What follows belongs to an exercise in optimizing a design on an open flow for small area and a short achievable clock period; a production flow would make more cautious choices. The RTL was checked by simulation tests, not by an equivalence proof against the original design. Power is estimated from default activity; no workload was simulated.

Setup of run A:
==> flow/design.v (excerpt) <==
module softmc_core (
  input  logic        c0_ddr4_clk,
  input  logic        rst_n,
  input  logic        instr_valid,
  input  logic        instr_last,
  input  logic [31:0] instr_data,
  input  logic        rd_valid,
  input  logic [63:0] rd_data,
  output logic        ddr_act_n,
  output logic        ddr_cs_n,
  output logic [16:0] ddr_adr,
  output logic [1:0]  ddr_bg,
  output logic [1:0]  ddr_ba,
  output logic        ddr_odt,
  output logic        c2h_valid,
  output logic [63:0] c2h_data,
  output logic        c2h_last,
  output logic        seq_done
);
  localparam int SW = 22;                                    
  localparam logic [SW-1:0] END_WORD = {1'b0, 4'b0, 3'd7, 14'b0};
  logic [15:0] fill;         
  logic        draining, pop, pop_last, inc, dec, fill_nx0;
  logic [SW-1:0] bank_e [0:31];    
  logic [SW-1:0] bank_o [0:30];    
  logic [31:0]   sel_e, sel_o;     
  logic          par;              
  logic          fresh;            
  logic [31:0]   eff_e, eff_o;     
  logic          eff_par;
  logic          running;          
  logic          start;            
  logic          go;               
  logic [15:0]   wcnt;             
  logic [SW-1:0] fe, fo;           
  logic [SW-1:0] x;                
  logic [SW-1:0] enc;
  logic          load, adv;
  always_comb begin
    logic is_act, is_wait;
    is_act  = instr_data[31:29] == 3'd1;
    is_wait = instr_data[31:29] == 3'd6;
    enc[21]    = is_act;
    enc[20:17] = instr_data[28:25];
    enc[16:14] = is_act ? instr_data[24:22] : instr_data[31:29];
    enc[13:12] = instr_data[21:20];
  ...
Size: ~5200 cells after synthesis, roughly 2700 flip-flops, about 190 I/O pins, ~0.095 mm² of cells after synthesis.
Settings: LEC_CHECK=0, ABC_CLOCK_PERIOD_IN_PS=2000, CAP_MARGIN=20, CORE_MARGIN=2, CORE_UTILIZATION=72, CTS_CLUSTER_DIAMETER=100, CTS_CLUSTER_SIZE=25, SETUP_SLACK_MARGIN=1.4, SLEW_MARGIN=20; clock period 3.3 ns.
run.sh (not shown) runs the stock make flow with config.mk's settings and CLKGATE_MAP_FILE= SYNTH_SCRIPT=/design/flow/synth_recipe.tcl, a recipe that flattens the netlist after the stock synthesis.
Input changes introduced in run B (baseline for comparison: run A):
- SETUP_SLACK_MARGIN now 1.45, was 1.4
Notes after the runs:
Cmp run B and run A / minimum clock period after layout / higher: run A. Fmax: lower on run A. The final-layout worst hold slack of run A and that of run B are within noise of each other. Of run B and run A, it is run B that has the higher slack of the critical path. Run A has a lower synthesis-to-layout area growth than run B. Delta (run B minus run A): combinational power share higher; via count of the first global-routing pass +507; non-clock buffer count in the final layout went up by 65. NOTE: global-route usage in run B exceeds that of run A. Proportion of cell area occupied by multi-input gates: run A vs run B — no meaningful difference. Run B ends up with higher power consumption than run A does.

Setup of build 34:
Starting RTL as in the previous note.
clock: 3.3 ns
lec_check: 0
abc_clock_period_in_ps: 2000
cap_margin: 20
core_margin: 2
core_utilization: 72
cts_cluster_diameter: 100
cts_cluster_size: 25
setup_slack_margin: 1.35
slew_margin: 20
standard.sh (not shown) runs the stock make flow with config.mk's settings and CLKGATE_MAP_FILE= SYNTH_SCRIPT=/design/flow/synth_recipe.tcl, a recipe that flattens the netlist after the stock synthesis.
==> flow/flow/run.sh <==
#!/bin/bash
# The standard layout (standard.sh, unchanged synthesis and steps) with two
# changes: every port is buffered with buf_2 instead of the default delay-cell
# buffer, and CTS adds no dummy loads. ORFS writes each step's log under
# orfs/logs; standard.sh's own output goes to standard.log here.
set -euo pipefail
export BUFFER_PORTS_ARGS="-buffer_cell sky130_fd_sc_hd__buf_2"
export CTS_ARGS="-sink_clustering_enable -repair_clock_nets -sink_clustering_size 25 -sink_clustering_max_diameter 100 -dont_use_dummy_load"
bash standard.sh > standard.log 2>&1
Changes in build 27 relative to build 34:
- changing SETUP_SLACK_MARGIN from 1.35 to 1.45
Notes after the runs:
- Build 27 completed every stage of the flow, and the final layout passed the timing, design-rule and antenna checks.
- Power was higher in build 27 than in build 34.
- Against build 34, build 27 reports a fmax that is higher.
- Between build 27 and build 34, share of the clock period used by the worst path after layout is higher for build 34, build 27 comes in under that.
## Diff of input files: build 21 against build 27
==> flow/flow/run.sh <==
#!/bin/bash
# The standard layout (standard.sh, unchanged synthesis and steps) with two
# changes: every port is buffered with buf_4 instead of the default delay-cell
# buffer, and CTS adds no dummy loads. ORFS writes each step's log under
# orfs/logs; standard.sh's own output goes to standard.log here.
set -euo pipefail
export BUFFER_PORTS_ARGS="-buffer_cell sky130_fd_sc_hd__buf_4"
export CTS_ARGS="-sink_clustering_enable -repair_clock_nets -sink_clustering_size 25 -sink_clustering_max_diameter 100 -dont_use_dummy_load"
bash standard.sh > standard.log 2>&1
==> comparison <==
Build 21 finished all stages; the layout is clean.
Looking at build 21 and build 27, the global-route usage is a wash.
Compared to build 27, build 21 has post-route total power about 0.38% higher.
The cell area of build 21 was inferior to that of build 27.
Relative to build 27, fraction of cell area in non-clock buffers increased by 0.68 points in build 21.
In build 21 relative to build 27, peak supply drop had gone up by more than 10%.
Build 27 -> build 21: layout clock buffer count delta 0, exact match
Number of antenna violations at the first check in global routing: lower on build 21
For total wirelength of the detailed-routed design, build 21 and build 27 come out practically identical.
The proportion of power drawn by the clock network of build 27 and that of build 21 are within noise of each other.
Diff build 21 and build 27: highest clock frequency the design can meet lower in build 21
--- input diff build 21..build 41 ---
- SETUP_SLACK_MARGIN now 1.4, was 1.45
Results
[compare] base=build 21 new=build 41: power lost about 0.6%; cell area after layout lost 1.4%; amount of wire on met3 after detailed routing lost about 6%; area growth from synthesis to layout lost 1.6 points. Global-route wire length before repair: build 41 better than build 21. Relative to build 21, global-route usage over all layers decreased by 0.77 points in build 41. Cmp build 41 vs build 21: layout buffer count excluding clock buffers lower in build 41. Relative contribution of the clock network to total power was higher in build 41 than in build 21. Placement-stage worst setup slack came out exactly the same in build 21 and build 41.

The RTL this note starts from:
==> flow/design.v <==
package softmc_pkg;
  localparam int INSTR_WIDTH     = 32;
  localparam int IMEM_DEPTH      = 64;
  localparam int IMEM_ADDR_WIDTH = 6;
  localparam int ROW_ADDR_WIDTH = 17;
  localparam int BG_WIDTH       = 2;
  localparam int BANK_WIDTH     = 2;
  localparam int COL_WIDTH      = 10;
  localparam int RD_DATA_WIDTH  = 64;
  localparam int BUF_DEPTH      = 16;
  localparam int BUF_ADDR_WIDTH = $clog2(BUF_DEPTH);
  localparam int WAIT_WIDTH = 16;
  localparam int ODT_WR_DEL    = 4;
  localparam int ODT_WR_DUR    = 6;
  localparam int ODT_CNT_WIDTH = $clog2(ODT_WR_DUR);
  localparam logic [2:0] RCW_RD  = 3'b101;
  localparam logic [2:0] RCW_WR  = 3'b100;
  localparam logic [2:0] RCW_PRE = 3'b010;
  localparam logic [2:0] RCW_REF = 3'b001;
  localparam int CMD_SPARE_WIDTH  = INSTR_WIDTH - 3 - BG_WIDTH - BANK_WIDTH - ROW_ADDR_WIDTH;
  localparam int CTRL_SPARE_WIDTH = INSTR_WIDTH - 3 - WAIT_WIDTH;
  typedef enum logic [2:0] {
    OP_NOP  = 3'd0,
    OP_ACT  = 3'd1,
    OP_RD   = 3'd2,
    OP_WR   = 3'd3,
    OP_PRE  = 3'd4,
    OP_REF  = 3'd5,
    OP_WAIT = 3'd6,
    OP_END  = 3'd7
  } opcode_e;
  typedef union packed {
    struct packed {
      opcode_e                      opcode;
      logic [BG_WIDTH-1:0]          bg;
      logic [BANK_WIDTH-1:0]        bank;
      logic [ROW_ADDR_WIDTH-1:0]    addr;
      logic [CMD_SPARE_WIDTH-1:0]   spare;
    } cmd;
    struct packed {
      opcode_e                      opcode;
      logic [WAIT_WIDTH-1:0]        count;
      logic [CTRL_SPARE_WIDTH-1:0]  spare;
    } ctrl;
  } instr_u;
endpackage
`timescale 1ns/1ns
module softmc_core (
  input  logic        c0_ddr4_clk,
  input  logic        rst_n,
  input  logic        instr_valid,
  input  logic        instr_last,
  input  logic [31:0] instr_data,
  input  logic        rd_valid,
  input  logic [63:0] rd_data,
  output logic        ddr_act_n,
  output logic        ddr_cs_n,
  output logic [16:0] ddr_adr,
  output logic [1:0]  ddr_bg,
  output logic [1:0]  ddr_ba,
  output logic        ddr_odt,
  output logic        c2h_valid,
  output logic [63:0] c2h_data,
  output logic        c2h_last,
  output logic        seq_done
);
  localparam int SW = 22;                                    
  localparam logic [SW-1:0] END_WORD = {1'b0, 4'b0, 3'd7, 14'b0};
  logic [15:0] fill;         
  logic        draining, pop, pop_last, inc, dec, fill_nx0;
  logic [SW-1:0] bank_e [0:31];    
  logic [SW-1:0] bank_o [0:30];    
  logic [31:0]   sel_e, sel_o;     
  logic          par;              
  logic          fresh;            
  logic [31:0]   eff_e, eff_o;     
  logic          eff_par;
  logic          running;          
  logic          start;            
  logic          go;               
  logic [15:0]   wcnt;             
  logic [SW-1:0] fe, fo;           
  logic [SW-1:0] x;                
  logic [SW-1:0] enc;
  logic          load, adv;
  always_comb begin
    logic is_act, is_wait;
    is_act  = instr_data[31:29] == 3'd1;
    is_wait = instr_data[31:29] == 3'd6;
    enc[21]    = is_act;
    enc[20:17] = instr_data[28:25];
    enc[16:14] = is_act ? instr_data[24:22] : instr_data[31:29];
    enc[13:12] = instr_data[21:20];
    enc[11:0]  = is_wait ? instr_data[24:13] : instr_data[19:8];
  end
  assign load = instr_valid && !running;
  assign eff_e   = fresh ? 32'd1 : sel_e;
  assign eff_o   = fresh ? 32'd1 : sel_o;
  assign eff_par = fresh ? 1'b0 : par;
  always_ff @(posedge c0_ddr4_clk) begin
    for (int i = 0; i < 32; i++) begin
      if (!running && !eff_par && eff_e[i]) bank_e[i] <= enc;
    end
    for (int i = 0; i < 31; i++) begin
      if (!running && eff_par && eff_o[i]) bank_o[i] <= enc;
    end
  end
  always_ff @(posedge c0_ddr4_clk) begin
    logic [SW-1:0] re, ro;
    re = '0;
    ro = END_WORD & {SW{sel_o[31]}};
    for (int i = 0; i < 32; i++) re = re | (bank_e[i] & {SW{sel_e[i]}});
    for (int i = 0; i < 31; i++) ro = ro | (bank_o[i] & {SW{sel_o[i]}});
    fe <= re;
    fo <= ro;
  end
  assign x = par ? fo : fe;
  logic        x_act, x_rd, x_wr, x_pre, x_ref, x_wait, x_end, x_cmd, x_cnt_nz;
  logic [2:0]  x_op;
  logic [15:0] x_cnt;
  assign x_act    = x[21];
  assign x_op     = x[16:14];
  assign x_rd     = !x_act && (x_op == 3'd2);
  assign x_wr     = !x_act && (x_op == 3'd3);
  assign x_pre    = !x_act && (x_op == 3'd4);
  assign x_ref    = !x_act && (x_op == 3'd5);
  assign x_wait   = !x_act && (x_op == 3'd6);
  assign x_end    = !x_act && (x_op == 3'd7);
  assign x_cmd    = x_act || x_rd || x_wr || x_pre || x_ref;
  assign x_cnt    = {x[20:17], x[11:0]};
  assign x_cnt_nz = |x_cnt;
  assign adv = load || go;
  always_ff @(posedge c0_ddr4_clk) begin
    if (!rst_n) begin
      sel_e   <= 32'd1;
      sel_o   <= 32'd1;
      par     <= 1'b0;
      fresh   <= 1'b0;
      running <= 1'b0;
      start   <= 1'b0;
      go      <= 1'b0;
    end else begin
      start <= load && instr_last;
      fresh <= (go && x_end) || (fresh && !instr_valid);
      if (load && instr_last) begin
        sel_e <= 32'd1;
        sel_o <= 32'd1;
        par   <= 1'b0;
      end else if (adv) begin
        sel_e <= eff_par ? eff_e : {eff_e[30:0], eff_e[31]};
        sel_o <= eff_par ? {eff_o[30:0], eff_o[31]} : eff_o;
        par   <= !eff_par;
      end else begin
        sel_e <= eff_e;
        sel_o <= eff_o;
        par   <= eff_par;
      end
      if (load && instr_last) running <= 1'b1;
      else if (go && x_end)   running <= 1'b0;
      if (start)   go <= 1'b1;
      else if (go) go <= !x_end && !(x_wait && x_cnt_nz);
      else         go <= running && (wcnt == 16'd1);
    end
  end
  always_ff @(posedge c0_ddr4_clk) begin
    if (go) wcnt <= x_cnt;
    else if (wcnt != '0) wcnt <= wcnt - 1'b1;
  end
  logic wr_pin;
  logic done_r;            
  always_ff @(posedge c0_ddr4_clk) begin
    if (!rst_n) begin
      ddr_cs_n  <= 1'b1;
      ddr_act_n <= 1'b1;
      seq_done  <= 1'b0;
      done_r    <= 1'b0;
      wr_pin    <= 1'b0;
    end else begin
      ddr_cs_n  <= !(go && x_cmd);
      ddr_act_n <= !(go && x_act);
      seq_done  <= go && x_end;
      done_r    <= go && x_end && fill_nx0;
      wr_pin    <= go && x_wr;
    end
  end
  always_ff @(posedge c0_ddr4_clk) begin
    ddr_bg  <= x[20:19];
    ddr_ba  <= x[18:17];
    if (x_act) begin
      ddr_adr <= x[16:0];
    end else begin
      ddr_adr[16:14] <= x_rd  ? 3'b101 :
                        x_wr  ? 3'b100 :
                        x_pre ? 3'b010 : 3'b001;
      ddr_adr[13:10] <= 4'b0;
      ddr_adr[9:0]   <= (x_rd || x_wr) ? x[9:0] : 10'b0;
    end
  end
  logic [2:0] wr_dly;      
  logic [2:0] dur_cnt;     
  always_ff @(posedge c0_ddr4_clk) begin
    if (!rst_n) begin
      wr_dly  <= '0;
      dur_cnt <= '0;
      ddr_odt <= 1'b0;
    end else begin
      wr_dly <= {wr_dly[1:0], wr_pin};
      if (wr_dly[2]) begin
        dur_cnt <= 3'd5;
        ddr_odt <= 1'b1;
      end else if (dur_cnt != '0) begin
        dur_cnt <= dur_cnt - 1'b1;
        ddr_odt <= 1'b1;
      end else begin
        ddr_odt <= 1'b0;
      end
    end
  end
  logic [63:0] rbuf [0:15];
  logic [15:0] wsel;         
  logic [15:0] rsel;         
  logic [63:0] rword;
  assign pop      = done_r || (draining && fill[0]);
  assign fill_nx0 = inc || (dec ? fill[1] : fill[0]);
  assign pop_last = pop && !fill[1];
  assign inc      = rd_valid && !pop;
  assign dec      = pop && !rd_valid;
  always_ff @(posedge c0_ddr4_clk) begin
    for (int i = 0; i < 16; i++) begin
      if (!fill[15] && wsel[i]) rbuf[i] <= rd_data;
    end
  end
  always_comb begin
    rword = '0;
    for (int i = 0; i < 16; i++) rword = rword | (rbuf[i] & {64{rsel[i]}});
  end
  always_ff @(posedge c0_ddr4_clk) c2h_data <= rword;
  always_ff @(posedge c0_ddr4_clk) begin
    if (!rst_n) begin
      wsel      <= 16'd1;
      rsel      <= 16'd1;
      fill      <= '0;
      draining  <= 1'b0;
      c2h_valid <= 1'b0;
      c2h_last  <= 1'b0;
    end else begin
      if (rd_valid) wsel <= {wsel[14:0], wsel[15]};
      if (pop) rsel <= {rsel[14:0], rsel[15]};
      if (inc)      fill <= {fill[14:0], 1'b1};
      else if (dec) fill <= {1'b0, fill[15:1]};
      draining  <= pop && !pop_last;
      c2h_valid <= pop;
      c2h_last  <= pop_last;
    end
  end
endmodule
==> flow/config.mk <==
export PLATFORM = sky130hd
export DESIGN_NAME = softmc_core
export DESIGN_NICKNAME = softmc_core
export VERILOG_FILES = /design/flow/design.v
export SDC_FILE = /design/flow/constraint.sdc
export NUM_CORES = 4
export LEC_CHECK = 0
export ABC_CLOCK_PERIOD_IN_PS = 2000
export CAP_MARGIN = 20
export CORE_MARGIN = 2
export CORE_UTILIZATION = 75
export CTS_CLUSTER_DIAMETER = 90
export CTS_CLUSTER_SIZE = 22
export SETUP_SLACK_MARGIN = 1.4
export SLEW_MARGIN = 20
==> flow/constraint.sdc <==
create_clock -name core_clock -period 3.3 [get_ports {c0_ddr4_clk}]
set_input_delay 0.6600 -clock core_clock [delete_from_list [all_inputs] [get_ports {c0_ddr4_clk}]]
set_output_delay 0.6600 -clock core_clock [all_outputs]
set_load 0.01 [all_outputs]
==> flow/flow/run.sh <==
#!/bin/bash
# The standard layout (standard.sh, unchanged synthesis and steps) with two
# changes: every port is buffered with buf_4 instead of the default delay-cell
# buffer, and CTS adds no dummy loads. ORFS writes each step's log under
# orfs/logs; standard.sh's own output goes to standard.log here.
set -euo pipefail
export BUFFER_PORTS_ARGS="-buffer_cell sky130_fd_sc_hd__buf_4"
export CTS_ARGS="-sink_clustering_enable -repair_clock_nets -sink_clustering_size 22 -sink_clustering_max_diameter 90 -dont_use_dummy_load"
bash standard.sh > standard.log 2>&1
Next try:
==> flow/flow/run.sh (replaced) <==
#!/bin/bash
# The standard layout (standard.sh, unchanged synthesis and steps) with two
# changes: every port is buffered with buf_2 instead of the default delay-cell
# buffer, and CTS adds no dummy loads. ORFS writes each step's log under
# orfs/logs; standard.sh's own output goes to standard.log here.
set -euo pipefail
export BUFFER_PORTS_ARGS="-buffer_cell sky130_fd_sc_hd__buf_2"
export CTS_ARGS="-sink_clustering_enable -repair_clock_nets -sink_clustering_size 25 -sink_clustering_max_diameter 100 -dont_use_dummy_load"
bash standard.sh > standard.log 2>&1
CORE_UTILIZATION = 72   (was 75)
CTS_CLUSTER_DIAMETER = 100   (was 90)
CTS_CLUSTER_SIZE = 25   (was 22)
After rerunning: The new run passed the timing, design-rule and antenna checks; clock power drops by about 9%; flip-flop and latch count does not change; count of clock-buffer cells in the layout shrinks by 23; first-iteration DRC count goes down by 9.5%; area after synthesis stays the same; core utilization shrinks by 4.1 points; wire length rose by 0.69%; cell area shrinks by 0.61%; via count decreases by 0.80%; hold slack is better by 0.068 ns.

-- afterwards: timing with drivers on the ports --
The results above use ideal ports. As a check the final layouts listed here were re-extracted and re-timed, cells and wires unchanged. Step 1, drivers: a clkbuf_16 drives c0_ddr4_clk and a buf_2 each remaining input, both assumed. Step 2 adds t to the input delays and takes it off the output delays; t is the mean of the earliest and latest rising clock arrival at the registers after step 1. Input paths then give back, and output paths get back, about the clock's delay inside the block. Three values: ideal, step 1, step 2; two values: the first two.
run	shift t [ns]	setup WS [ns]	pins driven straight from the clock port
run A	0.853	1.329 / 1.275 / 0.686	1
run B	0.853	1.355 / 1.275 / 0.695	1
build 34	0.840	1.251 / 1.251 / 0.517	1
build 27	0.841	1.353 / 1.268 / 0.980	1
build 21	0.853	1.324 / 1.259 / 0.640	1
build 41	0.856	1.326 / 1.253 / 0.627	1
the first run of note 3	0.863	1.304 / 1.240 / 0.633	1
the second run of note 3	0.843	1.348 / 1.282 / 0.972	1
After both steps every run listed still meets setup and hold. The setup slack of build 34, which loses most, moves by 0.000 ns with the drivers and by -0.734 ns with both steps.
